Context: an optimization exercise on an open-source flow, tuned for small area, a short achievable clock period and few clock cycles per item. The choices shown serve that exercise and are no tape-out recipe.
At most, simulation tests tie the RTL to the original design; equivalence was not proved.
For runs 7 and 8, only the layout was checked, not whether the RTL still works.

## flow/design.v (module list and top-level ports; edited modules follow where they fit)
// module hmm_viterbi_decoder: 287 lines
// module mul16hi: 1310 lines
// module vfa: 4 lines
module hmm_viterbi_decoder #(
  parameter int DATA_PREC       = 16,
  parameter int HIDDEN_STATES   = 4,
  parameter int OBSERVED_STATES = 4,
  parameter int OBSERVED_LEN    = 16,
  localparam int SW = (HIDDEN_STATES > 1) ? $clog2(HIDDEN_STATES) : 1,
  localparam int OW = (OBSERVED_STATES > 1) ? $clog2(OBSERVED_STATES) : 1
) (
  input  logic                 clk,
  input  logic                 rst,
  input  logic [HIDDEN_STATES*HIDDEN_STATES*DATA_PREC-1:0]   trans,
  input  logic [HIDDEN_STATES*OBSERVED_STATES*DATA_PREC-1:0] emm,
  input  logic [HIDDEN_STATES*DATA_PREC-1:0]                 stationary_distribution,
  input  logic                 in_valid,
  output logic                 in_ready,
  input  logic [OW-1:0]        in_obs,
  output logic                 out_valid,
  input  logic                 out_ready,
  output logic [SW-1:0]        out_state,
  output logic                 out_last,
  output logic [DATA_PREC-1:0] out_prob
);
  // ...
==> flow/flow/run.sh <==
#!/bin/bash
# Layout flow: the standard ORFS flow (standard.sh), with
#  - port buffers of the smallest plain buffer instead of the default delay buffer,
#  - repair_timing asked for extra setup slack so that the layout is sized for speed
#    (the clock and constraints are the design's; only the repair target changes).
set -euo pipefail
source flow/params.sh
bash standard.sh \
  "BUFFER_PORTS_ARGS=-buffer_cell sky130_fd_sc_hd__buf_1" \
  "SETUP_SLACK_MARGIN=${MARGIN}" \
  finish > flow_make.log 2>&1
==> flow/flow/params.sh <==
MARGIN=18.0
==> flow/standard.sh <==
#!/bin/bash
# synth_recipe.tcl (not shown) runs the flow's synth.tcl, then flattens the netlist and writes it again
# the make line also repeats each setting of config.mk as NAME=value (left out here)
make -C /OpenROAD-flow-scripts/flow DESIGN_CONFIG=/design/flow/config.mk WORK_HOME=/design/flow/orfs CLKGATE_MAP_FILE= SYNTH_SCRIPT=/design/flow/synth_recipe.tcl "${@:-finish}"
==> flow/config.mk <==
export PLATFORM = sky130hd
export DESIGN_NAME = hmm_viterbi_decoder
export DESIGN_NICKNAME = hmm_viterbi_decoder
export VERILOG_FILES = /design/flow/design.v
export SDC_FILE = /design/flow/constraint.sdc
export NUM_CORES = 4
export LEC_CHECK = 0
export ABC_CLOCK_PERIOD_IN_PS = 5500
export CAP_MARGIN = 20
export CORE_MARGIN = 2
export CORE_UTILIZATION = 40
export SLEW_MARGIN = 20
export SYNTH_HIERARCHICAL = 1
==> flow/constraint.sdc <==
create_clock -name core_clock -period 24.0 [get_ports {clk}]
set_input_delay 4.8000 -clock core_clock [delete_from_list [all_inputs] [get_ports {clk}]]
set_output_delay 4.8000 -clock core_clock [all_outputs]
set_load 0.01 [all_outputs]
==> flow_summary.toml, run 1 <==
[sta]
period_share_pct = 25.2
drv_slew = 0
skew_ns = 0.107

[setup_path]
crit_path_end = "out_prob[13]"
crit_chain = "buf_6"
cpPeakStageDelay_ns = 0.44

[finish]
top_register = "bp_q"
syn_to_final_growth_pct = 14.1
sh_seq_area_pct = 18.3
num-fill-cells = 11000
final_area_um2 = 54300
final_common_cell = "nand2_1"
final_net_count = 6543
buf_share_pct = 7.08
drive_above_1_share_pct = 16.9

[placed_design]
port_buffers = 602

[job]
max_cap_violations = 0

[grt]
grt.overflow.total = 0
grt_pass1_wl_um = 249000
use_met2_pct = 41.1

[clock_tree]
htreeDepth = 2
clock_path_buffers = 3
cts_made_buffers = 48

[synth]
synth_compound_area_share_pct = 7.89
synth_fa_ha_area_share_pct = 40.8
yosysWarnings = 7
avgSynthCellArea_um2 = 10.7
yosys.area_share.simple_pct = 12.9

[worst_hold_path]
min_from = "cont_q"
holdCritPathClass = "flip-flop to flip-flop"

[route]
vias = 38200
wl_met1_um = 67400
routed.top_layer = "met5"
drtIter0Drc = 4360
routed-wl-met3_um = 19000

[status]
outcome = "timing/DRC/antenna clean"
Testbench counts, summed over its fixed seeds: cycles 28,672, sequences 256.
==> inputs of run 2 (changes only) <==
--- a/flow/config.mk
+++ b/flow/config.mk
@@ -10,4 +10,6 @@
 export CORE_MARGIN = 2
 export CORE_UTILIZATION = 40
+export CTS_CLUSTER_DIAMETER = 150
+export CTS_CLUSTER_SIZE = 20
 export SLEW_MARGIN = 20
 export SYNTH_HIERARCHICAL = 1
==> flow_summary.toml, run 2 <==
[route]
drtPass1Iterations = 8
drtIter0Drc = 4106
wire_per_inst_um = 25.6
drc = 0
drt-total-wl_um = 165000
vias = 38000
vias_per_cell = 5.89
ant_nets = 0

[clock_tree]
insertion_delay_ns = 0.62
cts_made_buffers = 24
cts_root_buffer = "clkbuf_16"
htreeDepth = 1
clk_pin_slew_ns = 0.09
cts_tree = "yes"
postCtsHoldBufs = 0
clock_sinks = 393
clock_path_buffers = 3

[setup_path]
crit_fanout = 2
cp-end-kind = "output port"
cp_num_cells = 1
cpPeakStageDelay_ns = 0.45
cpLargestDelayFamily = "flip-flops"
crit_required_ns = 19.20
arrival_ns = 1.18
cp_slowest_cell = "dfxtp_4"
r2r_start = "a_q[0]"
crit_chain = "buf_6"
path_class = "flip-flop to output port"
critPathLaunchType = "flip-flop"
worstRegToRegCells = 16
critPathLaunch = "m_q[13]"
worst-path-buf-inv = 1

[synth]
yosysWarnings = 7
synth_top_area_share_pct = 35.5
avgSynthCellArea_um2 = 10.7
yosysTopAreaCell = "fa_1"
synthXorXnorAreaFrac_pct = 1.01
yosys-top-cells-count = "nand2_1, fa_1, clkbuf_1"
ys.flop_type = "dfxtp_1"
synth.cell_area_um2 = 47500
synth_enable_flop_cells = 170
synth_top_family_by_area = "adder cells"
yosys.area_share.simple_pct = 12.9
seq_area_frac_synth_pct = 20.4
ys_seq_elements = 393
postSynth.asyncResetShare_pct = 7.38
synth_fa_ha_area_share_pct = 40.8
synth.area.mux_share_pct = 12.7
yosysMostFrequentCell = "nand2_1"
synthTopCellsByArea = "fa_1, edfxtp_1, nand2_1"
synth_compound_area_share_pct = 7.89
synth_cell_types = 87
postSynthCellCount = 4451

[finish]
top_register = "bp_q"
drive_above_1_share_pct = 15.3
final_net_count = 6514
largest_reg_flops = 112
final_common_cell = "nand2_1"
num-fill-cells = 11100
syn_to_final_growth_pct = 11.5
multi_input_comb_area_um2 = 36300
regArea_um2 = 9930
final_cells = 6452
layout_common_cells = "nand2_1, fa_1, buf_1"
largestRegisters = "bp_q: 112 flops, m_q: 64 flops"

[worst_hold_path]
holdCritPathClass = "flip-flop to flip-flop"
hold_depth = 2
min_from = "m_q[3]"

[placed_design]
hpwl_um = 125000
place_congestion = 0.963
place_inst = 6312
port_buffers = 602

[sta]
clock.fmax_ghz = 0.167
worst_pin_slew_ns = 1.15
setup_tns_ns = 0
hold_viol = 0
slew_headroom_pct = 23.1
setup_viol = 0
min_period_ns = 5.98
drv_slew = 0
rsz0062_at_grt = "true"
skew_ns = 0.0397
period_share_pct = 24.9

[grt]
grt.overflow.total = 0
grt_pass1_wl_um = 247000
gr-max-usage-layer = "met2"
grt.met1_usage_pct = 37.3
grt_antenna_before_repair = 18
use_met2_pct = 40.8
grt_use_total_pct = 26.9
grt_pass1_vias = 39200
grtUsageMet3_pct = 7.81
grt_max_degree = 68

[floorplan]
die_area_um2 = 122000
die_h_um = 349
core_um2 = 118000
fp.dieW_um = 349
start_util_pct = 40.3
ios = 603
row_count = 126

[job]
max_cap_violations = 0

[status]
outcome = "timing/DRC/antenna clean"
run 2: cells by family (layout without fill, tap and decap cells):
family,after synthesis,in the layout
buffers and inverters,511,908
other,4,72
adders and majority gates,1045,1045
DFF,393,393
AOI/OAI and AO/OA,550,550
muxes,407,407
xor gates and xnor gates,54,54
and+or+nand+nor,1487,1487
run 2: worst paths after layout:
path	end	slack, ns
setup / recovery	out_prob[13]	18.02
hold / removal	m_q[3]	0.53
setup reg to reg	x1_q[13]	18.05
hold reg to reg	m_q[3]	0.53
max in group asynchronous	bpw_q	19.43
min in group asynchronous	full_q	4.23
run 2: through the flow:
step / setup WS [ns] / instance area, um^2 / util, % / hold slack, ns
2_1_floorplan: 17.61 / 47800 / - / 0.487
3_3_place_gp: 17.10 / 50900 / 43.2 / 0.527
3_5_place_dp: 17.02 / 50900 / 43.2 / 0.522
4_1_cts: 18.00 / 52200 / 44.2 / 0.542
5_1_grt: 17.97 / 53000 / 44.9 / 0.557
6_report: 18.02 / 53000 / 45.0 / 0.530
run 2: modules after synthesis, one instance, submodules excluded:
module	flip-flops and latches	area, um^2	cells inside
vfa	0	20.0	1
hmm_viterbi_decoder	393	22200	1875
mul16hi	0	2130	434
run 2: timing repair:
item                                    in CTS  in global routing
buffers inserted                            39                 45
pin swaps                                    2                 46
gates resized for setup                    119                121
hold endpoints to repair                     0                  0
cloned                                       0                  1
endpoints found under the setup margin     128                 98
run 2: final cells by class:
cell class / count / share of cell area, %
clock buffer: 39 / 1.26
sequential: 393 / 18.7
timing repair buffer: 752 / 6.95
antenna: 12 / 0.0566
inverter: 113 / 0.800
tap: 1536 / 3.63
multi-input combinational: 3603 / 68.5
clock inverter: 4 / 0.0920
run 2: per-layer routing:
metal  wire (um)  vias up
li1            -    15900
met1       67000    19700
met2       74300     2034
met3       18500      306
met4        5470       22
met5         146        -
==> inputs of run 3 (changes only) <==
--- a/flow/config.mk
+++ b/flow/config.mk
@@ -9,7 +9,7 @@
 export CAP_MARGIN = 20
 export CORE_MARGIN = 2
-export CORE_UTILIZATION = 40
-export CTS_CLUSTER_DIAMETER = 150
-export CTS_CLUSTER_SIZE = 20
+export CORE_UTILIZATION = 50
+export CTS_CLUSTER_DIAMETER = 120
+export CTS_CLUSTER_SIZE = 16
 export SLEW_MARGIN = 20
 export SYNTH_HIERARCHICAL = 1
==> flow_summary.toml, run 3 <==
[sta]
hold_viol = 0
period_share_pct = 25.4
skew_ns = 0.0443
setup_tns_ns = 0
min_period_ns = 6.09
slew_headroom_pct = 24.7
fin_ws_ns = 17.91
clock.fmax_ghz = 0.164
setup_viol = 0
rsz0062_at_grt = "true"
drv_slew = 0
worst_pin_slew_ns = 1.13

[route]
drc = 0
drtIter0Drc = 3799
wire_per_inst_um = 26.9
ant_nets = 0
vias_per_cell = 6.15
vias = 38100
drt-total-wl_um = 166000
drtPass1Iterations = 8

[clock_tree]
cts_root_buffer = "clkbuf_16"
insertion_delay_ns = 0.66
clk_pin_slew_ns = 0.09
clock_sinks = 393
cts_made_buffers = 30
cts_tree = "yes"
clock_path_buffers = 3
htreeDepth = 1

[grt]
grt_use_total_pct = 33.8
grt_pass1_wl_um = 247000
grt_max_degree = 72
grt_antenna_before_repair = 21
grt_pass1_vias = 39000
grt.overflow.total = 0

[floorplan]
start_util_pct = 50.3
ios = 603
die_h_um = 312
row_count = 113
die_area_um2 = 97600
core_um2 = 94600
fp.dieW_um = 312

[placed_design]
place_inst = 6040
port_buffers = 602
place_congestion = 0.987
hpwl_um = 126000
placedInstanceArea_um2 = 50600
place_ws_ns = 17.03

[setup_path]
cp-end-kind = "output port"
arrival_ns = 1.29
crit_required_ns = 19.20
r2r_start = "b_q[11]"
crit_chain = "buf_6"
cpPeakStageDelay_ns = 0.46
worstRegToRegCells = 16
rrSetupSlack_ns = 17.99
path_class = "flip-flop to output port"
cpLargestDelayFamily = "flip-flops"
worst-path-buf-inv = 1
critPathLaunchType = "flip-flop"
crit_fanout = 2
cp_slowest_cell = "dfrtp_1"
r2r_end = "x1_q[13]"

[finish]
drive_above_1_share_pct = 15.8
final_common_cell = "nand2_1"
final_cells = 6187
layout_common_cells = "nand2_1, fa_1, buf_1"
top_register = "bp_q"
largest_reg_flops = 112
syn_to_final_growth_pct = 11.3
largestRegisters = "bp_q: 112 flops, m_q: 64 flops"
final_area_um2 = 52900
final_net_count = 6516
num-fill-cells = 8326

[worst_hold_path]
hold_end = "x1_q[10]"
hold_depth = 1
holdCritPathClass = "flip-flop to flip-flop"
min_from = "d_q[10]"

[job]
max_cap_violations = 0

[synth]
postSynth.asyncResetShare_pct = 7.38
synth.cell_area_um2 = 47500
synthTopCellsByArea = "fa_1, edfxtp_1, nand2_1"
ys.flop_type = "dfxtp_1"
yosysWarnings = 7
seq_area_frac_synth_pct = 20.4
yosys-top-cells-count = "nand2_1, fa_1, clkbuf_1"
avgSynthCellArea_um2 = 10.7
ys_seq_elements = 393
yosysMostFrequentCell = "nand2_1"
synth_cell_types = 87
synth_enable_flop_cells = 170
postSynthCellCount = 4451
yosysTopAreaCell = "fa_1"
synth_top_area_share_pct = 35.5

[status]
outcome = "timing/DRC/antenna clean"
[run 3: changes by cell type in the layout (fill, tap and decap cells not counted), moves of 5 or more]
| cell | delta |
|---|---|
| dfxtp_4 | +14 |
| dfxtp_1 | -9 |
| clkbuf_16 | +5 |
| dfxtp_2 | -5 |
[run 3: metal layers]
layer  part of all wire (%)  vias to the layer above  global-route usage, %
met1                     42                    19800                   49.4
met4                    2.7                       22                   8.52
li1                       -                    16000                      -
met5                  0.082                        -                      0
met3                     12                      280                   10.6
met2                     43                     2051                   49.1
[run 3: cells by family (layout without fill, tap and decap cells)]
group	count (synthesis)	after routing	share of synthesized area, %
XOR/XNOR	54	54	1.01
buffers and inverters	511	917	4.20
multiplexers	407	407	12.7
AND/OR/NAND/NOR	1487	1487	12.9
other	4	69	0.0316
flip-flops	393	393	20.4
AO/OA/AOI/OAI	550	550	7.89
adder cells (fa/ha/maj)	1045	1045	40.8
[run 3: timing repair]
action,CTS,global route
gates resized for setup,134,137
buffers inserted,51,30
gates cloned,0,1
pin swaps,5,39
hold buffers,0,0
endpoints found under the setup margin,132,126
[run 3: modules after synthesis, one instance, submodules excluded]
module               flops+latches  copies in the design  cells inside
mul16hi                          0                     4           434
vfa                              0                   840             1
hmm_viterbi_decoder            393                     1          1875
[run 3: cell type report]
| cell class | instances | area (um^2) | share of cell area, % |
|---|---|---|---|
| multi-input cells | 3603 | 36400 | 68.7 |
| flip-flops and latches | 393 | 9980 | 18.9 |
| repair buffers | 747 | 3600 | 6.80 |
| well taps | 1265 | 1580 | 2.99 |
| clock buffers | 49 | 825 | 1.56 |
| inverters | 113 | 428 | 0.808 |
| clock inverters | 7 | 105 | 0.199 |
| diodes | 9 | 22.5 | 0.0425 |
| repair inverters | 1 | 5.00 | 0.00945 |
[run 3: how the worst max path moves through the flow]
stage	from	endpoint	cells after the start
after CTS	in_ready_q	in_ready	1
after floorplan	in_obs[0]	b_q[10]	5
after detailed placement	in_obs[1]	b_q[8]	4
final	in_ready_q	in_ready	1
after global placement	in_obs[1]	b_q[8]	4
after global routing	b_q[11]	x2_q[14]	17
[run 3: per-stage QoR]
stage	util [%]	hold slack (ns)
after floorplan	-	0.487
after global placement	53.4	0.534
after detailed placement	53.4	0.540
after CTS	55.1	0.563
after global routing	55.9	0.590
final	56.0	0.566
==> inputs of run 4 (changes only) <==
--- a/flow/config.mk
+++ b/flow/config.mk
@@ -9,7 +9,8 @@
 export CAP_MARGIN = 20
 export CORE_MARGIN = 2
-export CORE_UTILIZATION = 50
+export CORE_UTILIZATION = 40
 export CTS_CLUSTER_DIAMETER = 120
 export CTS_CLUSTER_SIZE = 16
 export SLEW_MARGIN = 20
 export SYNTH_HIERARCHICAL = 1
+export TNS_END_PERCENT = 30
==> flow_summary.toml, run 4 <==
[status]
outcome = "timing/DRC/antenna clean"

[worst_hold_path]
holdCritPathClass = "flip-flop to flip-flop"
min_from = "m_q[3]"

[floorplan]
die_h_um = 349
row_count = 126
fp.dieW_um = 349
core_um2 = 118000
start_util_pct = 40.3
die_area_um2 = 122000
ios = 603

[sta]
hold_viol = 0
min_period_ns = 6.04
period_share_pct = 25.2
setup_viol = 0
worst_pin_slew_ns = 1.14
clock.fmax_ghz = 0.166
rsz0062_at_grt = "true"
setup_tns_ns = 0
slew_headroom_pct = 23.9
drv_slew = 0
skew_ns = 0.0533

[route]
ant_nets = 0
wl_met2_um = 74500
drc = 0
wire_per_inst_um = 25.5
drt-total-wl_um = 165000
vias_per_cell = 5.86
drtIter0Drc = 3935
wl_met1_um = 68100
drtPass1Iterations = 12
vias = 37900
routed-wl-met3_um = 17100
routed.top_layer = "met5"

[finish]
syn_to_final_growth_pct = 11.8
largestRegisters = "bp_q: 112 flops, m_q: 64 flops"
largest_reg_flops = 112
final_common_cell = "nand2_1"
final_net_count = 6522
top_register = "bp_q"
final_area_um2 = 53200
drive_above_1_share_pct = 15.4
post-route-util_pct = 45.1
layout_common_cells = "nand2_1, fa_1, buf_1"

[synth]
synthTopCellsByArea = "fa_1, edfxtp_1, nand2_1"
yosysMostFrequentCell = "nand2_1"
synth_cell_types = 87
synth.cell_area_um2 = 47500
yosys-top-cells-count = "nand2_1, fa_1, clkbuf_1"
yosysTopAreaCell = "fa_1"
yosysWarnings = 7
seq_area_frac_synth_pct = 20.4
synth_compound_area_share_pct = 7.89
postSynthCellCount = 4451
synthXorXnorAreaFrac_pct = 1.01
postSynth.asyncResetShare_pct = 7.38
ys_seq_elements = 393
synth.area.mux_share_pct = 12.7
synth_fa_ha_area_share_pct = 40.8
synth_top_area_share_pct = 35.5
avgSynthCellArea_um2 = 10.7
yosys.area_share.simple_pct = 12.9
synth_top_family_by_area = "adder cells"
synth_enable_flop_cells = 170
ys.flop_type = "dfxtp_1"

[clock_tree]
clock_path_buffers = 3
cts_made_buffers = 30
cts_root_buffer = "clkbuf_16"
clock_sinks = 393
insertion_delay_ns = 0.68
htreeDepth = 1
postCtsHoldBufs = 0
clk_pin_slew_ns = 0.09
cts_tree = "yes"

[grt]
grt_antenna_before_repair = 20
grt_use_total_pct = 27.0
grt_pass1_vias = 39400
grt_max_degree = 78
grt.overflow.total = 0
grt_pass1_wl_um = 248000

[setup_path]
critPathLaunch = "m_q[11]"
path_class = "flip-flop to output port"
arrival_ns = 1.24
worst-path-buf-inv = 1
crit_required_ns = 19.20
cpPeakStageDelay_ns = 0.36
crit_chain = "buf_4"
cpLargestDelayFamily = "flip-flops"
crit_fanout = 2
cp-end-kind = "output port"
r2r_start = "b_q[5]"
critPathLaunchType = "flip-flop"
cp_slowest_cell = "dfxtp_1"

[placed_design]
place_congestion = 0.915
hpwl_um = 124000
port_buffers = 602
placedInstanceArea_um2 = 50900

[job]
max_cap_violations = 0
[run 4: cell types whose count changed in the layout (fill, tap and decap cells not counted), sizes merged]
cell,previous run,this run
inv,113,115
buf,744,746
clkinvlp,2,0
diode,9,11
clkbuf,51,54
[run 4: kinds of logic (layout without fill, tap and decap cells)]
group / after synthesis / count (layout)
simple gates: 1487 / 1487
fa+ha+maj: 1045 / 1045
compound gates: 550 / 550
buf+inv: 511 / 922
mux: 407 / 407
flops: 393 / 393
xor+xnor: 54 / 54
other cells: 4 / 71
[run 4: layout make-up]
type	count	area, um^2
diodes	11	27.5
clock buffers	47	815
clock inverters	8	109
fillers	11200	64800
inverters	113	424
multi-input cells	3603	36300
flip-flops and latches	393	9930
well taps	1536	1920
repair buffers	754	3660
[run 4: worst paths after layout]
kind / endpoint / slack, ns / cells after the start
worst max-delay path: out_prob[11] / 17.96 / 1
max in group asynchronous: bpw_q / 19.49 / 3
worst max register to register: x1_q[13] / 18.09 / 15
worst min register to register: m_q[3] / 0.52 / 2
worst min-delay path: m_q[3] / 0.52 / 2
min in group asynchronous: in_ready_q / 4.17 / 3
[run 4: per-module statistics from Yosys (local to each module, per instance)]
module               times used  area [um^2]  cells inside
vfa                         840         20.0             1
mul16hi                       4         2130           434
hmm_viterbi_decoder           1        22200          1875
[run 4: per-stage QoR]
step                      cells  setup slack (ns)  hold slack, ns
after CTS                  6403             17.87           0.544
after global placement     6312             17.07           0.528
after floorplan            4507             17.61           0.487
after detailed placement   6313             17.00           0.529
after global routing       6455             17.94           0.569
final                      6465             17.96           0.522
[run 4: repair_timing]
item,4_1_cts,5_1_grt
pin swaps,0,32
endpoints found under the setup margin,133,99
gates resized for setup,94,146
setup buffers,35,51
[run 4: per-layer routing]
metal  vias up  GRT usage [%]
met2      1860           41.5
met5         -              0
met1     19700           37.6
met4        24           7.45
met3       291           6.97
li1      16000              -
==> inputs of run 5 (changes only) <==
--- a/flow/config.mk
+++ b/flow/config.mk
@@ -14,3 +14,2 @@
 export SLEW_MARGIN = 20
 export SYNTH_HIERARCHICAL = 1
-export TNS_END_PERCENT = 30
==> flow_summary.toml, run 5 <==
[status]
outcome = "timing/DRC/antenna clean"

[route]
drtPass1Iterations = 10
vias = 38200
ant_nets = 0
drtIter0Drc = 4003
drc = 0
wire_per_inst_um = 25.7
vias_per_cell = 5.91
drt-total-wl_um = 166000

[sta]
skew_ns = 0.0631
setup_viol = 0
rsz0062_at_grt = "true"
slew_headroom_pct = 22.2
worst_pin_slew_ns = 1.17
whs_ns = 0.545
drv_slew = 0
period_share_pct = 24.9
setup_tns_ns = 0
clock.fmax_ghz = 0.167
hold_viol = 0
min_period_ns = 5.98

[synth]
synth_top_area_share_pct = 35.5
synthTopCellsByArea = "fa_1, edfxtp_1, nand2_1"
synth_cell_types = 87
yosys-top-cells-count = "nand2_1, fa_1, clkbuf_1"
synth.cell_area_um2 = 47500
synth_enable_flop_cells = 170
postSynth.asyncResetShare_pct = 7.38
yosysMostFrequentCell = "nand2_1"
yosysWarnings = 7
ys_seq_elements = 393
postSynthCellCount = 4451
yosysTopAreaCell = "fa_1"
ys.flop_type = "dfxtp_1"
avgSynthCellArea_um2 = 10.7
seq_area_frac_synth_pct = 20.4

[floorplan]
row_count = 126
core_um2 = 118000
ios = 603
start_util_pct = 40.3
die_h_um = 349
die_area_um2 = 122000
fp.dieW_um = 349

[setup_path]
worst-path-buf-inv = 1
cp-end-kind = "output port"
cpPeakStageDelay_ns = 0.44
cp_slowest_cell = "dfxtp_4"
crit_chain = "buf_6"
arrival_ns = 1.18
critPathLaunchType = "flip-flop"
crit_required_ns = 19.20
path_class = "flip-flop to output port"
cpLargestDelayFamily = "flip-flops"
crit_fanout = 2

[clock_tree]
clk_pin_slew_ns = 0.07
postCtsHoldBufs = 0
cts_made_buffers = 34
insertion_delay_ns = 0.62
cts_root_buffer = "clkbuf_16"
clock_sinks = 393
clock_path_buffers = 3
htreeDepth = 2
cts_tree = "yes"

[finish]
layout_common_cells = "nand2_1, fa_1, buf_1"
regArea_um2 = 9920
num-fill-cells = 11100
syn_to_final_growth_pct = 12.0
largestRegisters = "bp_q: 112 flops, m_q: 64 flops"
largest_reg_flops = 112
final_common_cell = "nand2_1"
drive_above_1_share_pct = 15.4
multi_input_comb_area_um2 = 36300
final_net_count = 6513
final_cells = 6457
top_register = "bp_q"

[grt]
grt.overflow.total = 0
grt_use_total_pct = 27.1
grt_antenna_before_repair = 13
grt_pass1_wl_um = 248000
grt_max_degree = 68
grt_pass1_vias = 39400

[worst_hold_path]
holdCritPathClass = "flip-flop to flip-flop"

[placed_design]
hpwl_um = 125000
place_congestion = 0.963
place_inst = 6312
port_buffers = 602

[job]
max_cap_violations = 0
==> run 5: kinds of logic (layout without fill, tap and decap cells) <==
family,after synthesis,after routing,share of synthesized area (%)
simple gates,1487,1487,12.9
fa+ha+maj,1045,1045,40.8
compound gates,550,550,7.89
buf+inv,511,916,4.20
mux,407,407,12.7
flops,393,393,20.4
xor+xnor,54,54,1.01
other cells,4,69,0.0316
==> run 5: through the flow <==
stage / instance area, um^2 / util (%) / setup slack, ns
CTS: 52600 / 44.6 / 17.99
detailed placement: 50900 / 43.2 / 17.02
finish: 53200 / 45.2 / 18.02
global placement: 50900 / 43.2 / 17.10
global route: 53200 / 45.1 / 17.99
floorplan: 47800 / - / 17.61
==> run 5: repair_timing <==
item                                    CTS  global route
resized for setup                       118           112
endpoints found under the setup margin  128            89
cloned                                    0             0
buffers inserted                         41            33
pin swaps                                 3            42
==> run 5: layout make-up <==
class	count	area share, %
multi-input cells	3603	68.1
clock inverters	12	0.320
flip-flops and latches	393	18.6
repair buffers	741	6.70
diodes	9	0.0423
clock buffers	50	1.77
inverters	113	0.797
well taps	1536	3.61
==> run 5: path summary, 6_finish.rpt <==
kind                       startpoint  slack [ns]  depth (start not counted)           end
max                           m_q[13]       18.02                          1  out_prob[13]
min                            m_q[3]        0.55                          2        m_q[3]
min in group asynchronous         rst        4.23                          3        full_q
max in group asynchronous         rst       19.44                          3         bpw_q
min reg2reg                    m_q[3]        0.55                          2        m_q[3]
max reg2reg                    a_q[0]       18.13                         16      x1_q[13]
==> run 5: modules after synthesis, one instance, submodules excluded <==
module               cells inside  flip-flops and latches  cell area [um^2]  times used
mul16hi                       434                       0              2130           4
hmm_viterbi_decoder          1875                     393             22200           1
vfa                             1                       0              20.0         840
==> run 5: per-layer routing <==
layer  up-vias  wire [um]  global-route usage (%)  share of wire (%)
met5         -        247                   0.760               0.15
met1     19800      66500                    37.3                 40
met4        20       5870                    8.93                3.5
met2      2077      74300                    40.8                 45
met3       351      19100                    8.10                 11
li1      16000          -                       -                  -
==> inputs of run 6 (changes only) <==
--- a/flow/config.mk
+++ b/flow/config.mk
@@ -14,2 +14,3 @@
 export SLEW_MARGIN = 20
 export SYNTH_HIERARCHICAL = 1
+export TNS_END_PERCENT = 10
==> flow_summary.toml, run 6 <==
[sta]
whs_ns = 0.522
setup_tns_ns = 0
clock.fmax_ghz = 0.166
skew_ns = 0.0500
min_period_ns = 6.03
period_share_pct = 25.1
hold_viol = 0
slew_headroom_pct = 23.8
drv_slew = 0
fin_ws_ns = 17.97
setup_viol = 0
rsz0062_at_grt = "true"
worst_pin_slew_ns = 1.14

[grt]
grt_max_degree = 78
grt_antenna_before_repair = 20
grt_pass1_vias = 39400
grt.overflow.total = 0
grt_use_total_pct = 26.9
grt_pass1_wl_um = 248000

[clock_tree]
clock_path_buffers = 3
insertion_delay_ns = 0.68
cts_root_buffer = "clkbuf_16"
clk_pin_slew_ns = 0.09
htreeDepth = 1
postCtsHoldBufs = 0
cts_made_buffers = 30
cts_tree = "yes"
clock_sinks = 393

[finish]
largestRegisters = "bp_q: 112 flops, m_q: 64 flops"
layout_common_cells = "nand2_1, fa_1, buf_1"
drive_above_1_share_pct = 15.0
final_cells = 6447
largest_reg_flops = 112
final_area_um2 = 53000
final_net_count = 6502
final_common_cell = "nand2_1"
top_register = "bp_q"
syn_to_final_growth_pct = 11.4

[synth]
ys_seq_elements = 393
ys.flop_type = "dfxtp_1"
postSynthCellCount = 4451
seq_area_frac_synth_pct = 20.4
synth.cell_area_um2 = 47500
synthTopCellsByArea = "fa_1, edfxtp_1, nand2_1"
yosysTopAreaCell = "fa_1"
postSynth.asyncResetShare_pct = 7.38
yosysWarnings = 7
synth_top_area_share_pct = 35.5
avgSynthCellArea_um2 = 10.7
synth_cell_types = 87
synth_enable_flop_cells = 170
yosysMostFrequentCell = "nand2_1"
yosys-top-cells-count = "nand2_1, fa_1, clkbuf_1"

[placed_design]
place_ws_ns = 17.00
place_congestion = 0.915
place_inst = 6313
placedInstanceArea_um2 = 50900
hpwl_um = 124000
port_buffers = 602

[route]
drc = 0
vias = 37900
drtIter0Drc = 3967
wire_per_inst_um = 25.6
ant_nets = 0
drt-total-wl_um = 165000
vias_per_cell = 5.87
drtPass1Iterations = 10

[floorplan]
start_util_pct = 40.3
die_area_um2 = 122000
ios = 603
core_um2 = 118000
fp.dieW_um = 349
die_h_um = 349
row_count = 126

[setup_path]
worst-path-buf-inv = 1
cpLargestDelayFamily = "flip-flops"
crit_fanout = 2
crit_chain = "buf_4"
cp_slowest_cell = "dfxtp_1"
path_class = "flip-flop to output port"
cp-end-kind = "output port"
crit_required_ns = 19.20
arrival_ns = 1.23
cpPeakStageDelay_ns = 0.36
critPathLaunchType = "flip-flop"

[job]
max_cap_violations = 0

[worst_hold_path]
holdCritPathClass = "flip-flop to flip-flop"

[status]
outcome = "timing/DRC/antenna clean"
## run 6: final timing paths
check                             start            to  slack (ns)  depth (start not counted)
worst max-delay path            m_q[11]  out_prob[11]       17.97                          1
worst min-delay path             m_q[3]        m_q[3]        0.52                          2
worst max register to register  b_q[11]      x1_q[13]       18.07                         16
worst min register to register   m_q[3]        m_q[3]        0.52                          2
max in group asynchronous           rst         bpw_q       19.50                          3
min in group asynchronous           rst    in_ready_q        4.17                          3
## run 6: cell type report
class                   instances  area (um^2)
well taps                    1536         1920
clock inverters                 8          109
multi-input cells            3603        36300
fillers                     11200        64900
flip-flops and latches        393         9930
diodes                         13         32.5
inverters                     113          424
repair buffers                734         3490
clock buffers                  47          815
## run 6: logic make-up (layout without fill, tap and decap cells)
family / count (synthesis) / count (layout) / share of synthesized area, %
flops: 393 / 393 / 20.4
mux: 407 / 407 / 12.7
fa+ha+maj: 1045 / 1045 / 40.8
simple gates: 1487 / 1487 / 12.9
compound gates: 550 / 550 / 7.89
xor+xnor: 54 / 54 / 1.01
buf+inv: 511 / 902 / 4.20
other cells: 4 / 73 / 0.0316
## run 6: what timing repair did
| action | CTS | global route |
|---|---|---|
| buffers inserted | 35 | 31 |
| pin swaps | 0 | 31 |
| gates resized for setup | 87 | 141 |
| endpoints found under the hold margin | 0 | 0 |
| endpoints found under the setup margin | 133 | 104 |
## run 6: Yosys stat by module (local to each module, per instance)
module | flops+latches | cells | area [um^2]
hmm_viterbi_decoder | 393 | 1875 | 22200
vfa | 0 | 1 | 20.0
mul16hi | 0 | 434 | 2130
## run 6: metrics by stage
stage                     util [%]
final                         44.9
after global routing          44.9
after CTS                     44.3
after detailed placement      43.2
after global placement        43.2
after floorplan                  -
## run 6: routing by layer
layer | share of wire [%] | global-route usage (%) | up-vias
li1 | - | - | 15900
met1 | 41 | 37.6 | 19700
met2 | 45 | 41.5 | 1921
met3 | 10 | 6.96 | 302
met4 | 3.1 | 7.45 | 22
met5 | 0.076 | 0 | -
==> module hmm_viterbi_decoder, before the edit <==
module hmm_viterbi_decoder #(
  parameter int DATA_PREC       = 16,
  parameter int HIDDEN_STATES   = 4,
  parameter int OBSERVED_STATES = 4,
  parameter int OBSERVED_LEN    = 16,
  localparam int SW = (HIDDEN_STATES > 1) ? $clog2(HIDDEN_STATES) : 1,
  localparam int OW = (OBSERVED_STATES > 1) ? $clog2(OBSERVED_STATES) : 1
) (
  input  logic                 clk,
  input  logic                 rst,
  input  logic [HIDDEN_STATES*HIDDEN_STATES*DATA_PREC-1:0]   trans,
  input  logic [HIDDEN_STATES*OBSERVED_STATES*DATA_PREC-1:0] emm,
  input  logic [HIDDEN_STATES*DATA_PREC-1:0]                 stationary_distribution,
  input  logic                 in_valid,
  output logic                 in_ready,
  input  logic [OW-1:0]        in_obs,
  output logic                 out_valid,
  input  logic                 out_ready,
  output logic [SW-1:0]        out_state,
  output logic                 out_last,
  output logic [DATA_PREC-1:0] out_prob
);
  localparam int DP = DATA_PREC;
  function automatic logic [DP-1:0] tr_at(input int i, input int k);
    tr_at = trans[(i*4 + k)*DP +: DP];
  endfunction
  typedef enum logic [1:0] {S_WAIT, S_RUN, S_OUT} state_t;
  state_t     state_q;
  logic [2:0] ph_q;
  logic [3:0] t_q;
  logic       full_q;        
  logic       cont_q;        
  logic       abort_q;       
  logic [1:0] obs_q;
  logic       in_ready_q, out_valid_q, out_last_q;
  logic       bpw_q;         
  wire run    = (state_q == S_RUN);
  wire last_f = (t_q == 4'd15);
  wire accept = in_valid & in_ready_q;
  wire out_hs = out_valid_q & out_ready;
  logic [DP-1:0] a_q, b_q, d_q, x1_q, x2_q;
  logic [2:0][DP-1:0] tr_q, p_q;
  logic [3:0][DP-1:0] m_q;
  logic [3:0][1:0]    bpc_q;
  logic [1:0]    st_q, os_q;    
  logic [14:1][3:0][1:0] bp_q;
  logic [DP-1:0] em_y;
  logic [2:0][DP-1:0] tr_y;
  mul16hi u_em (.a(a_q), .b(b_q), .y(em_y));
  mul16hi u_m0 (.a(d_q), .b(tr_q[0]), .y(tr_y[0]));
  mul16hi u_m1 (.a(x1_q), .b(tr_q[1]), .y(tr_y[1]));
  mul16hi u_m2 (.a(x2_q), .b(tr_q[2]), .y(tr_y[2]));
  wire amax = run & last_f & ~abort_q & (ph_q >= 3'd1) & (ph_q <= 3'd4);   
  logic [3:0] fen_q, ffirst_q;
  logic       s0d_q, s1p0_q, s2p1_q, s3p0_q;    
  logic [3:0][1:0]    f_idx;
  logic [3:0][DP-1:0] f_p;
  always_comb begin
    f_idx = '0;
    case (ph_q)
      3'd0: begin f_idx[1] = 2'd3; f_idx[2] = 2'd3; f_idx[3] = 2'd2; end
      3'd1: begin f_idx[3] = 2'd3; end
      3'd3: begin f_idx[0] = 2'd1; f_idx[1] = 2'd1; end
      3'd4: begin f_idx[0] = 2'd2; f_idx[2] = 2'd1; f_idx[3] = 2'd1; end
      3'd5: begin f_idx[0] = 2'd3; f_idx[1] = 2'd2; f_idx[2] = 2'd2; end
      default: ;
    endcase
    f_p[0] = s0d_q  ? d_q    : p_q[0];
    f_p[1] = s1p0_q ? p_q[0] : p_q[1];
    f_p[2] = s2p1_q ? p_q[1] : p_q[2];
    f_p[3] = s3p0_q ? p_q[0] : p_q[2];
  end
  logic [3:0][DP-1:0] fold_res;
  logic [3:0][1:0]    fold_bp;
  always_comb begin
    for (int k = 0; k < 4; k++) begin
      fold_res[k] = m_q[k];
      fold_bp[k]  = bpc_q[k];
      if (ffirst_q[k] || (fen_q[k] && (f_p[k] > m_q[k]))) begin
        fold_res[k] = f_p[k];
        fold_bp[k]  = f_idx[k];
      end
    end
  end
  logic [1:0] jn;       
  always_comb begin
    case (ph_q)
      3'd0: jn = 2'd1;
      3'd1: jn = 2'd2;
      3'd2: jn = 2'd3;
      default: jn = 2'd0;
    endcase
    if (!run) jn = 2'd0;
  end
  wire b_byp = (jn == 2'd0) & ~full_q;
  logic [DP-1:0] b_in;      
  always_comb begin
    b_in = '0;
    for (int o = 0; o < 4; o++)
      b_in = b_in | ({DP{in_obs == 2'(o)}} & emm[o*DP +: DP]);
  end
  logic [DP-1:0] a_n;
  always_comb begin
    case (ph_q)
      3'd0: a_n = fold_res[1];
      3'd1: a_n = m_q[2];
      3'd2: a_n = m_q[3];
      default: a_n = fold_res[0];
    endcase
    if (!run) a_n = (t_q == 4'd0) ? stationary_distribution[0 +: DP] : fold_res[0];
  end
  logic [2:0][DP-1:0] tr_n;
  always_comb begin
    case (ph_q)
      3'd0: tr_n = {tr_at(0, 2), tr_at(0, 1), tr_at(0, 0)};    
      3'd1: tr_n = {tr_at(0, 3), tr_at(1, 1), tr_at(1, 0)};    
      3'd2: tr_n = {tr_at(1, 3), tr_at(1, 2), tr_at(2, 0)};    
      3'd3: tr_n = {tr_at(2, 2), tr_at(2, 1), tr_at(3, 0)};    
      3'd4: tr_n = {tr_at(2, 3), tr_at(3, 2), tr_at(3, 1)};    
      default: tr_n = {tr_at(2, 3), tr_at(3, 2), tr_at(3, 3)};  
    endcase
  end
  wire amax_take = ffirst_q[0] | (f_p[0] > m_q[0]);
  logic [1:0] st_n;
  always_comb begin
    st_n = st_q;
    if (amax) begin
      if (amax_take) st_n = ph_q[1:0] - 2'd1;
    end else if (out_hs) begin
      if (t_q == 4'd15) st_n = bpc_q[st_q];
      else if (t_q != 4'd0) st_n = bp_q[t_q][st_q];
    end
  end
  always_ff @(posedge clk) begin
    a_q <= a_n;
    st_q <= st_n;
    b_q <= b_byp ? b_in : emm[({jn, obs_q})*DP +: DP];
    if (run && ph_q <= 3'd3) d_q <= em_y;
    x1_q <= (ph_q <= 3'd1) ? em_y : d_q;
    x2_q <= (ph_q == 3'd0) ? em_y : (ph_q == 3'd4) ? x1_q : d_q;
    tr_q <= tr_n;
    p_q  <= tr_y;
    for (int k = 0; k < 4; k++) begin
      m_q[k]   <= (k != 0 && state_q == S_WAIT && t_q == 4'd0) ? stationary_distribution[k*DP +: DP] : fold_res[k];
      if (k != 0 || !amax) bpc_q[k] <= fold_bp[k];
    end
    if (bpw_q)
      bp_q[t_q] <= bpc_q;
  end
  assign out_state = os_q;
  assign out_prob  = m_q[0];
  assign out_valid = out_valid_q;
  assign out_last  = out_last_q;
  assign in_ready  = in_ready_q;
  state_t     state_d;
  logic [2:0] ph_d;
  logic [3:0] t_d;
  logic       full_d, cont_d, abort_d;
  always_comb begin
    state_d = state_q;
    ph_d    = ph_q;
    t_d     = t_q;
    full_d  = full_q;
    cont_d  = cont_q;
    abort_d = abort_q;
    if (run && ph_q == 3'd2) full_d = 1'b0;    
    if (accept) full_d = 1'b1;
    case (state_q)
      S_WAIT: begin
        if (full_q || accept) begin
          state_d = S_RUN;
          ph_d    = 3'd0;
          cont_d  = 1'b0;
          abort_d = 1'b0;
        end
      end
      S_RUN: begin
        ph_d = ph_q + 3'd1;
        if (ph_q == 3'd1 && abort_q) begin
          state_d = S_WAIT;
        end else if (last_f && ph_q == 3'd4) begin
          state_d = S_OUT;
        end else if (ph_q == 3'd5) begin
          t_d     = t_q + 4'd1;
          ph_d    = 3'd0;
          cont_d  = 1'b1;
          abort_d = ~(full_q | accept);
        end
      end
      S_OUT: begin
        if (out_hs) begin
          if (t_q == 4'd0) state_d = S_WAIT;
          else t_d = t_q - 4'd1;
        end
      end
      default: state_d = S_WAIT;
    endcase
  end
  logic [3:0] fen_d, ffirst_d;
  logic       s0d_d, s1p0_d, s2p1_d, s3p0_d, bpw_d;
  logic [2:0] ph_n;
  always_comb begin
    logic run_n, cur_n, prev_n, amax_n;
    logic [3:0] t_n;
    run_n  = run & ~(ph_q == 3'd1 && abort_q) & ~(last_f && ph_q == 3'd4);
    ph_n   = (ph_q == 3'd5) ? 3'd0 : ph_q + 3'd1;
    t_n    = (ph_q == 3'd5) ? t_q + 4'd1 : t_q;
    cur_n  = run_n & (t_n != 4'd15);
    prev_n = run_n & ((ph_q == 3'd5) | cont_q);
    amax_n = run_n & (t_n == 4'd15) & ~abort_q & (ph_n >= 3'd1) & (ph_n <= 3'd4);
    bpw_d  = run_n & (ph_n == 3'd2) & (t_n != 4'd0) & (t_n != 4'd15);
    fen_d = '0; ffirst_d = '0;
    s1p0_d = 1'b0; s2p1_d = 1'b0; s3p0_d = 1'b0;
    case (ph_n)
      3'd0: begin
        fen_d[1] = prev_n; s1p0_d = 1'b1;
        fen_d[2] = prev_n; s2p1_d = 1'b1;
        fen_d[3] = prev_n;
      end
      3'd1: begin
        fen_d[3] = prev_n; s3p0_d = 1'b1;
      end
      3'd2: begin
        fen_d[2:0] = {3{cur_n}}; ffirst_d[2:0] = {3{cur_n}};
      end
      3'd3: begin
        fen_d[0] = cur_n; fen_d[1] = cur_n;
        fen_d[3] = cur_n; ffirst_d[3] = cur_n;
      end
      3'd4: begin
        fen_d[0] = cur_n; fen_d[2] = cur_n; s2p1_d = 1'b1;
        fen_d[3] = cur_n;
      end
      3'd5: begin
        fen_d[0] = cur_n; fen_d[1] = cur_n; fen_d[2] = cur_n;
      end
      default: ;
    endcase
    s0d_d = amax_n;
    if (amax_n) begin
      fen_d[0]    = 1'b1;
      ffirst_d[0] = (ph_n == 3'd1);
    end
  end
  logic ir_base;
  always_comb begin
    if (state_q == S_WAIT) ir_base = ~full_q;
    else if (ph_q == 3'd1 && abort_q) ir_base = ~full_q;
    else ir_base = ~(full_q & (ph_q != 3'd2)) & ~last_f & ~(ph_q == 3'd5 && t_q == 4'd14);
  end
  always_ff @(posedge clk or posedge rst) begin
    if (rst) begin
      fen_q       <= '0;
      ffirst_q    <= '0;
      {s0d_q, s1p0_q, s2p1_q, s3p0_q} <= '0;
      bpw_q       <= 1'b0;
      state_q     <= S_WAIT;
      ph_q        <= 3'd0;
      t_q         <= 4'd0;
      full_q      <= 1'b0;
      cont_q      <= 1'b0;
      abort_q     <= 1'b0;
      in_ready_q  <= 1'b0;
      os_q        <= 2'd0;
      out_valid_q <= 1'b0;
      out_last_q  <= 1'b0;
    end else begin
      fen_q       <= fen_d;
      ffirst_q    <= ffirst_d;
      {s0d_q, s1p0_q, s2p1_q, s3p0_q} <= {s0d_d, s1p0_d, s2p1_d, s3p0_d};
      bpw_q       <= bpw_d;
      state_q     <= state_d;
      ph_q        <= ph_d;
      t_q         <= t_d;
      full_q      <= full_d;
      cont_q      <= cont_d;
      abort_q     <= abort_d;
      os_q        <= st_n;
      in_ready_q  <= (state_q == S_OUT) ? (out_ready & (t_q == 4'd0)) : (ir_base & ~accept);
      out_valid_q <= (state_d == S_OUT);
      out_last_q  <= (state_d == S_OUT) && (t_d == 4'd0);
    end
  end
  always_ff @(posedge clk) begin
    if (accept) obs_q <= in_obs;
  end
endmodule
==> inputs of run 7 (changes only) <==
--- a/flow/design.v
+++ b/flow/design.v
@@ -33,4 +33,6 @@
   logic       abort_q;       
   logic [1:0] obs_q;
+  logic [5:0] oh_q;          
+  logic [3:0] oo_q;          
   logic       in_ready_q, out_valid_q, out_last_q;
   logic       bpw_q;         
@@ -43,5 +45,5 @@
   logic [3:0][DP-1:0] m_q;
   logic [3:0][1:0]    bpc_q;
-  logic [1:0]    st_q, os_q;    
+  logic [1:0]    st_q;
   logic [14:1][3:0][1:0] bp_q;
   logic [DP-1:0] em_y;
@@ -95,4 +97,16 @@
   wire b_byp = (jn == 2'd0) & ~full_q;
   logic [DP-1:0] b_in;      
+  logic [DP-1:0] b_main;    
+  always_comb begin
+    logic [3:0] jo;
+    jo[0] = ~run | oh_q[3] | oh_q[4] | oh_q[5];
+    jo[1] = run & oh_q[0];
+    jo[2] = run & oh_q[1];
+    jo[3] = run & oh_q[2];
+    b_main = '0;
+    for (int j = 0; j < 4; j++)
+      for (int o = 0; o < 4; o++)
+        b_main = b_main | ({DP{jo[j] & oo_q[o]}} & emm[(j*4 + o)*DP +: DP]);
+  end
   always_comb begin
     b_in = '0;
@@ -100,24 +114,28 @@
       b_in = b_in | ({DP{in_obs == 2'(o)}} & emm[o*DP +: DP]);
   end
+  wire [DP-1:0] pi_at [4];
+  for (genvar j = 0; j < 4; j++) begin : g_pi
+    assign pi_at[j] = stationary_distribution[j*DP +: DP];
+  end
   logic [DP-1:0] a_n;
   always_comb begin
-    case (ph_q)
-      3'd0: a_n = fold_res[1];
-      3'd1: a_n = m_q[2];
-      3'd2: a_n = m_q[3];
-      default: a_n = fold_res[0];
-    endcase
-    if (!run) a_n = (t_q == 4'd0) ? stationary_distribution[0 +: DP] : fold_res[0];
+    logic t0;
+    t0 = (t_q == 4'd0);
+    if (run && oh_q[0])      a_n = t0 ? pi_at[1] : fold_res[1];
+    else if (run && oh_q[1]) a_n = t0 ? pi_at[2] : m_q[2];
+    else if (run && oh_q[2]) a_n = t0 ? pi_at[3] : m_q[3];
+    else if (!run && t0)     a_n = pi_at[0];
+    else                     a_n = fold_res[0];
   end
   logic [2:0][DP-1:0] tr_n;
   always_comb begin
-    case (ph_q)
-      3'd0: tr_n = {tr_at(0, 2), tr_at(0, 1), tr_at(0, 0)};    
-      3'd1: tr_n = {tr_at(0, 3), tr_at(1, 1), tr_at(1, 0)};    
-      3'd2: tr_n = {tr_at(1, 3), tr_at(1, 2), tr_at(2, 0)};    
-      3'd3: tr_n = {tr_at(2, 2), tr_at(2, 1), tr_at(3, 0)};    
-      3'd4: tr_n = {tr_at(2, 3), tr_at(3, 2), tr_at(3, 1)};    
-      default: tr_n = {tr_at(2, 3), tr_at(3, 2), tr_at(3, 3)};  
-    endcase
+    logic [5:0] s;
+    s = oh_q;
+    tr_n[0] = ({DP{s[0]}} & tr_at(0, 0)) | ({DP{s[1]}} & tr_at(1, 0)) | ({DP{s[2]}} & tr_at(2, 0))
+            | ({DP{s[3]}} & tr_at(3, 0)) | ({DP{s[4]}} & tr_at(3, 1)) | ({DP{s[5]}} & tr_at(3, 3));
+    tr_n[1] = ({DP{s[0]}} & tr_at(0, 1)) | ({DP{s[1]}} & tr_at(1, 1)) | ({DP{s[2]}} & tr_at(1, 2))
+            | ({DP{s[3]}} & tr_at(2, 1)) | ({DP{s[4] | s[5]}} & tr_at(3, 2));
+    tr_n[2] = ({DP{s[0]}} & tr_at(0, 2)) | ({DP{s[1]}} & tr_at(0, 3)) | ({DP{s[2]}} & tr_at(1, 3))
+            | ({DP{s[3]}} & tr_at(2, 2)) | ({DP{s[4] | s[5]}} & tr_at(2, 3));
   end
   wire amax_take = ffirst_q[0] | (f_p[0] > m_q[0]);
@@ -134,13 +152,18 @@
   always_ff @(posedge clk) begin
     a_q <= a_n;
-    st_q <= st_n;
-    b_q <= b_byp ? b_in : emm[({jn, obs_q})*DP +: DP];
+    b_q <= b_byp ? b_in : b_main;
     if (run && ph_q <= 3'd3) d_q <= em_y;
     x1_q <= (ph_q <= 3'd1) ? em_y : d_q;
-    x2_q <= (ph_q == 3'd0) ? em_y : (ph_q == 3'd4) ? x1_q : d_q;
+    if (run) begin
+      case (ph_q)
+        3'd0: x2_q <= em_y;
+        3'd1, 3'd2, 3'd3: x2_q <= d_q;
+        default: ;
+      endcase
+    end
     tr_q <= tr_n;
     p_q  <= tr_y;
     for (int k = 0; k < 4; k++) begin
-      m_q[k]   <= (k != 0 && state_q == S_WAIT && t_q == 4'd0) ? stationary_distribution[k*DP +: DP] : fold_res[k];
+      m_q[k]   <= fold_res[k];
       if (k != 0 || !amax) bpc_q[k] <= fold_bp[k];
     end
@@ -148,5 +171,5 @@
       bp_q[t_q] <= bpc_q;
   end
-  assign out_state = os_q;
+  assign out_state = st_q;
   assign out_prob  = m_q[0];
   assign out_valid = out_valid_q;
@@ -262,5 +285,5 @@
       abort_q     <= 1'b0;
       in_ready_q  <= 1'b0;
-      os_q        <= 2'd0;
+      st_q        <= 2'd0;
       out_valid_q <= 1'b0;
       out_last_q  <= 1'b0;
@@ -276,5 +299,5 @@
       cont_q      <= cont_d;
       abort_q     <= abort_d;
-      os_q        <= st_n;
+      st_q        <= st_n;
       in_ready_q  <= (state_q == S_OUT) ? (out_ready & (t_q == 4'd0)) : (ir_base & ~accept);
       out_valid_q <= (state_d == S_OUT);
@@ -283,5 +306,9 @@
   end
   always_ff @(posedge clk) begin
-    if (accept) obs_q <= in_obs;
+    if (accept) begin
+      obs_q <= in_obs;
+      for (int o = 0; o < 4; o++) oo_q[o] <= (in_obs == 2'(o));
+    end
+    for (int p = 0; p < 6; p++) oh_q[p] <= (ph_d == 3'(p));
   end
 endmodule
--- a/flow/config.mk
+++ b/flow/config.mk
@@ -10,7 +10,4 @@
 export CORE_MARGIN = 2
 export CORE_UTILIZATION = 40
-export CTS_CLUSTER_DIAMETER = 120
-export CTS_CLUSTER_SIZE = 16
 export SLEW_MARGIN = 20
 export SYNTH_HIERARCHICAL = 1
-export TNS_END_PERCENT = 10
==> flow_summary.toml, run 7 <==
[setup_path]
critPathLaunch = "st_q[1]"
critPathLaunchType = "flip-flop"
r2r_start = "a_q[6]"
arrival_ns = 1.34
cp-end-kind = "output port"
crit_fanout = 2
crit_required_ns = 19.20
path_class = "flip-flop to output port"

[sta]
slew_headroom_pct = 31.5
drv_slew = 0
setup_tns_ns = 0
worst_pin_slew_ns = 1.03
setup_viol = 0
hold_viol = 0
rsz0062_at_grt = "true"
whs_ns = 0.481
min_period_ns = 6.14
period_share_pct = 25.6
clock.fmax_ghz = 0.163
skew_ns = 0.0709

[route]
drtIter0Drc = 3796
vias = 39900
wl_met2_um = 82900
routed-wl-met3_um = 15200
drt-total-wl_um = 179000
routed.top_layer = "met5"
drc = 0
drtPass1Iterations = 9
vias_per_cell = 5.86
wire_per_inst_um = 26.3
ant_nets = 0
wl_met1_um = 73900

[worst_hold_path]
holdCritPathClass = "flip-flop to flip-flop"
min_from = "m_q[18]"

[clock_tree]
cts_tree = "yes"
clock_sinks = 399
clk_pin_slew_ns = 0.06
cts_made_buffers = 50
htreeDepth = 2
insertion_delay_ns = 0.68
clock_path_buffers = 3
postCtsHoldBufs = 0
cts_root_buffer = "clkbuf_16"

[finish]
largestRegisters = "bp_q: 112 flops, m_q: 64 flops"
largest_reg_flops = 112
top_register = "bp_q"
post-route-util_pct = 45.8
syn_to_final_growth_pct = 14.2
drive_above_1_share_pct = 13.3
final_cells = 6816
final_common_cell = "nand2_1"
final_net_count = 6787
layout_common_cells = "nand2_1, fa_1, buf_1"

[synth]
synth.cell_area_um2 = 48000
yosysWarnings = 7
ys.flop_type = "edfxtp_1"
synth_enable_flop_cells = 188
yosysMostFrequentCell = "nand2_1"
synth_cell_types = 86
postSynth.asyncResetShare_pct = 7.27
avgSynthCellArea_um2 = 10.2
postSynthCellCount = 4694
seq_area_frac_synth_pct = 20.9
yosys-top-cells-count = "nand2_1, fa_1, clkbuf_1"
synth_top_area_share_pct = 35.2
yosysTopAreaCell = "fa_1"
ys_seq_elements = 399
synthTopCellsByArea = "fa_1, edfxtp_1, nand2_1"

[placed_design]
place_congestion = 0.977
hpwl_um = 135000
place_inst = 6618
port_buffers = 602

[status]
outcome = "timing/DRC/antenna clean"

[grt]
grt_use_total_pct = 28.9
grt_pass1_vias = 40800
grt_pass1_wl_um = 264000
grt_antenna_before_repair = 12
grt_max_degree = 88
grt.overflow.total = 0

[floorplan]
core_um2 = 119000
row_count = 127
start_util_pct = 40.1
ios = 603
fp.dieW_um = 350
die_h_um = 350
die_area_um2 = 123000

[job]
max_cap_violations = 0
-- run 7: final timing paths --
| check | end | slack [ns] | depth (start not counted) |
|---|---|---|---|
| worst max register to register | x2_q[6] | 18.11 | 15 |
| worst min-delay path | m_q[18] | 0.48 | 2 |
| worst max-delay path | out_state[1] | 17.86 | 2 |
| max in group asynchronous | bpw_q | 19.46 | 3 |
| min in group asynchronous | full_q | 4.20 | 3 |
| worst min register to register | m_q[18] | 0.48 | 2 |
-- run 7: cells by family (layout without fill, tap and decap cells) --
group	after synthesis	in the layout	share of synthesized area, %
mux	284	284	7.80
compound gates	720	720	10.8
xor+xnor	54	54	0.986
flops	399	399	20.9
buf+inv	556	1006	4.54
fa+ha+maj	1047	1047	40.5
other cells	4	64	0.0313
simple gates	1630	1630	14.4
-- run 7: area by class of cell --
type                       instances  area, um^2
clock inverter                    23         220
inverter                         135         507
clock buffer                      71        1470
fill                           11500       64700
tap                             1612        2020
timing repair buffer             777        4030
antenna                            4        10.0
sequential                       399       10200
multi-input combinational       3795       36200
-- run 7: layer usage --
layer / global-route usage [%] / up-vias
met2: 45.4 / 1832
met3: 6.18 / 348
li1: - / 16900
met5: 0 / -
met1: 39.2 / 20800
met4: 11.0 / 4
-- run 7: critical path, stage by stage (launching register included) --
cell,delay [ns]
dfrtp_2,0.42
buf_12,0.14
buf_6,0.11
-- run 7: timing repair --
action	in CTS	in global routing
hold endpoints to repair	0	0
cloned	2	0
setup endpoints to repair	115	83
pin swaps	5	45
gates resized for setup	159	109
buffers inserted	61	37
-- run 7: stage by stage --
step | setup slack [ns] | cell area [um^2]
2_1_floorplan | 17.98 | 48200
3_3_place_gp | 17.50 | 51400
3_5_place_dp | 17.42 | 51400
4_1_cts | 17.83 | 54000
5_1_grt | 17.83 | 54700
6_report | 17.86 | 54800
-- run 7: modules after synthesis (local to each module, per instance) --
module,times used,flops+latches,cells inside,cell area [um^2]
hmm_viterbi_decoder,1,399,2118,22600
mul16hi,4,0,434,2130
vfa,840,0,1,20.0
==> inputs of run 8 (changes only) <==
==> flow/flow/params.sh (replaced) <==
MARGIN=18.25
==> flow_summary.toml, run 8 <==
[route]
vias = 40500
drt-total-wl_um = 185000
drc = 0
wire_per_inst_um = 26.8
drtIter0Drc = 4213
drtPass1Iterations = 6
vias_per_cell = 5.85
ant_nets = 0

[synth]
synth_top_area_share_pct = 35.2
synth_enable_flop_cells = 188
ys_seq_elements = 399
postSynthCellCount = 4694
yosysTopAreaCell = "fa_1"
avgSynthCellArea_um2 = 10.2
yosysWarnings = 7
postSynth.asyncResetShare_pct = 7.27
seq_area_frac_synth_pct = 20.9
synthTopCellsByArea = "fa_1, edfxtp_1, nand2_1"
ys.flop_type = "edfxtp_1"
synth.cell_area_um2 = 48000
yosys-top-cells-count = "nand2_1, fa_1, clkbuf_1"
synth_cell_types = 86
yosysMostFrequentCell = "nand2_1"

[floorplan]
ios = 603
die_h_um = 350
core_um2 = 119000
start_util_pct = 40.1
die_area_um2 = 123000
row_count = 127
fp.dieW_um = 350

[worst_hold_path]
min_from = "m_q[31]"
holdCritPathClass = "flip-flop to flip-flop"
hold_depth = 2
hold_end = "a_q[15]"

[finish]
largest_reg_flops = 112
post-route-util_pct = 47.1
syn_to_final_growth_pct = 17.4
top_register = "bp_q"
final_net_count = 6884
num-fill-cells = 11300
drive_above_1_share_pct = 16.5
final_common_cell = "nand2_1"
largestRegisters = "bp_q: 112 flops, m_q: 64 flops"
layout_common_cells = "nand2_1, fa_1, buf_1"

[sta]
min_period_ns = 6.16
rsz0062_at_grt = "true"
skew_ns = 0.0718
setup_viol = 0
clock.fmax_ghz = 0.162
drv_slew = 0
hold_viol = 0
worst_pin_slew_ns = 1.19
period_share_pct = 25.6
setup_tns_ns = 0
slew_headroom_pct = 20.8

[setup_path]
crit_required_ns = 19.20
critPathLaunchType = "flip-flop"
r2r_end = "x2_q[13]"
cp-end-kind = "output port"
rrSetupSlack_ns = 18.11
path_class = "flip-flop to output port"
worstRegToRegCells = 16
r2r_start = "b_q[13]"
arrival_ns = 1.36
crit_fanout = 2

[grt]
use_met2_pct = 46.3
gr-max-usage-layer = "met2"
grt_use_total_pct = 29.6
grt.overflow.total = 0
grt_antenna_before_repair = 13
grtUsageMet3_pct = 6.26
grt_pass1_vias = 40800
grt_max_degree = 88
grt_pass1_wl_um = 268000
grt.met1_usage_pct = 41.1

[clock_tree]
cts_made_buffers = 50
cts_tree = "yes"
htreeDepth = 2
postCtsHoldBufs = 0
cts_root_buffer = "clkbuf_16"
clk_pin_slew_ns = 0.07
insertion_delay_ns = 0.68
clock_sinks = 399
clock_path_buffers = 3

[status]
outcome = "timing/DRC/antenna clean"

[job]
max_cap_violations = 0

[placed_design]
place_congestion = 1.02
hpwl_um = 137000
port_buffers = 602
## run 8: cell families after synthesis
logic type	share of synthesized area [%]
AND/OR/NAND/NOR	14.4
adder cells (fa/ha/maj)	40.5
AO/OA/AOI/OAI	10.8
buffers and inverters	4.54
flip-flops	20.9
multiplexers	7.80
XOR/XNOR	0.986
other	0.0313
## run 8: area by class of cell
cell class,instances,area (um^2),area share (%)
clock inverter,25,283,0.502
inverter,135,507,0.900
sequential,399,10300,18.3
multi-input combinational,3795,36800,65.4
clock buffer,69,1410,2.51
timing repair buffer,874,4940,8.77
tap,1612,2020,3.58
antenna,8,20.0,0.0356
## run 8: per-module statistics from Yosys, one instance, submodules excluded
| module | flip-flops and latches | copies in the design |
|---|---|---|
| hmm_viterbi_decoder | 399 | 1 |
| mul16hi | 0 | 4 |
| vfa | 0 | 840 |
## run 8: through the flow
stage	hold WS, ns	setup WS, ns	cells	area [um^2]
floorplan	0.447	18.11	4750	48400
global placement	0.461	17.54	6607	51400
detailed placement	0.469	17.44	6607	51400
CTS	0.473	17.82	6827	54900
global route	0.496	17.81	6914	56300
finish	0.471	17.84	6917	56300
## run 8: timing repair
item / 4_1_cts / 5_1_grt
gates cloned: 1 / 0
pin swaps: 30 / 86
hold endpoints to repair: 0 / 0
buffers inserted: 125 / 81
setup endpoints to repair: 166 / 141
gates resized for setup: 265 / 155
## run 8: critical path: stages, from the launching register on
cell,delay (ns)
dfrtp_2,0.43
buf_12,0.14
buf_6,0.11
## run 8: worst max path at each step
stage               slack [ns]  depth (start not counted)           end      from
CTS                      17.82                          2  out_state[0]   st_q[0]
global placement         17.54                          5        b_q[1]  emm[145]
floorplan                18.11                          6    out_last_q  in_valid
global route             17.81                          2  out_state[0]   st_q[0]
detailed placement       17.44                         16       x2_q[6]    a_q[6]
finish                   17.84                          2  out_state[0]   st_q[0]
## run 8: layer usage
| layer | wire length [um] | part of all wire (%) |
|---|---|---|
| met5 | 17 | 0.0092 |
| met2 | 85200 | 46 |
| met1 | 76300 | 41 |
| met3 | 17100 | 9.3 |
| met4 | 6700 | 3.6 |

afterwards: timing with drivers on the ports:
The flow's constraints put no driver on any port. The routed layouts listed below were extracted and timed again, unchanged, in two steps. Step 1 sets driving cells, clkbuf_16 on the clock port and buf_2 on the other inputs (assumed; they add their load-dependent delay and slew). Step 2 moves the port delays by t, midway between the first and last clock arrival at a register: inputs arrive t later, outputs are due t later. That takes back most of the time a late clock gives input paths. Three values: ideal, step 1, step 2; two values: the first two.
run	shift t [ns]	setup slack, ns	pins driven straight from the clock port
run 1	0.707	17.947 / 17.882 / 17.369	1
run 2	0.668	18.017 / 17.949 / 17.425	1
run 3	0.710	17.911 / 17.841 / 17.272	1
run 4	0.716	17.963 / 17.900 / 17.347	1
run 5	0.648	18.021 / 17.958 / 17.434	1
run 6	0.716	17.972 / 17.909 / 17.339	1
run 7	0.713	17.865 / 17.792 / 17.465	1
run 8	0.718	17.844 / 17.774 / 17.555	1
After both steps every run listed still meets setup and hold. The setup slack of run 3, which loses most, moves by -0.070 ns with the drivers and by -0.639 ns with both steps.
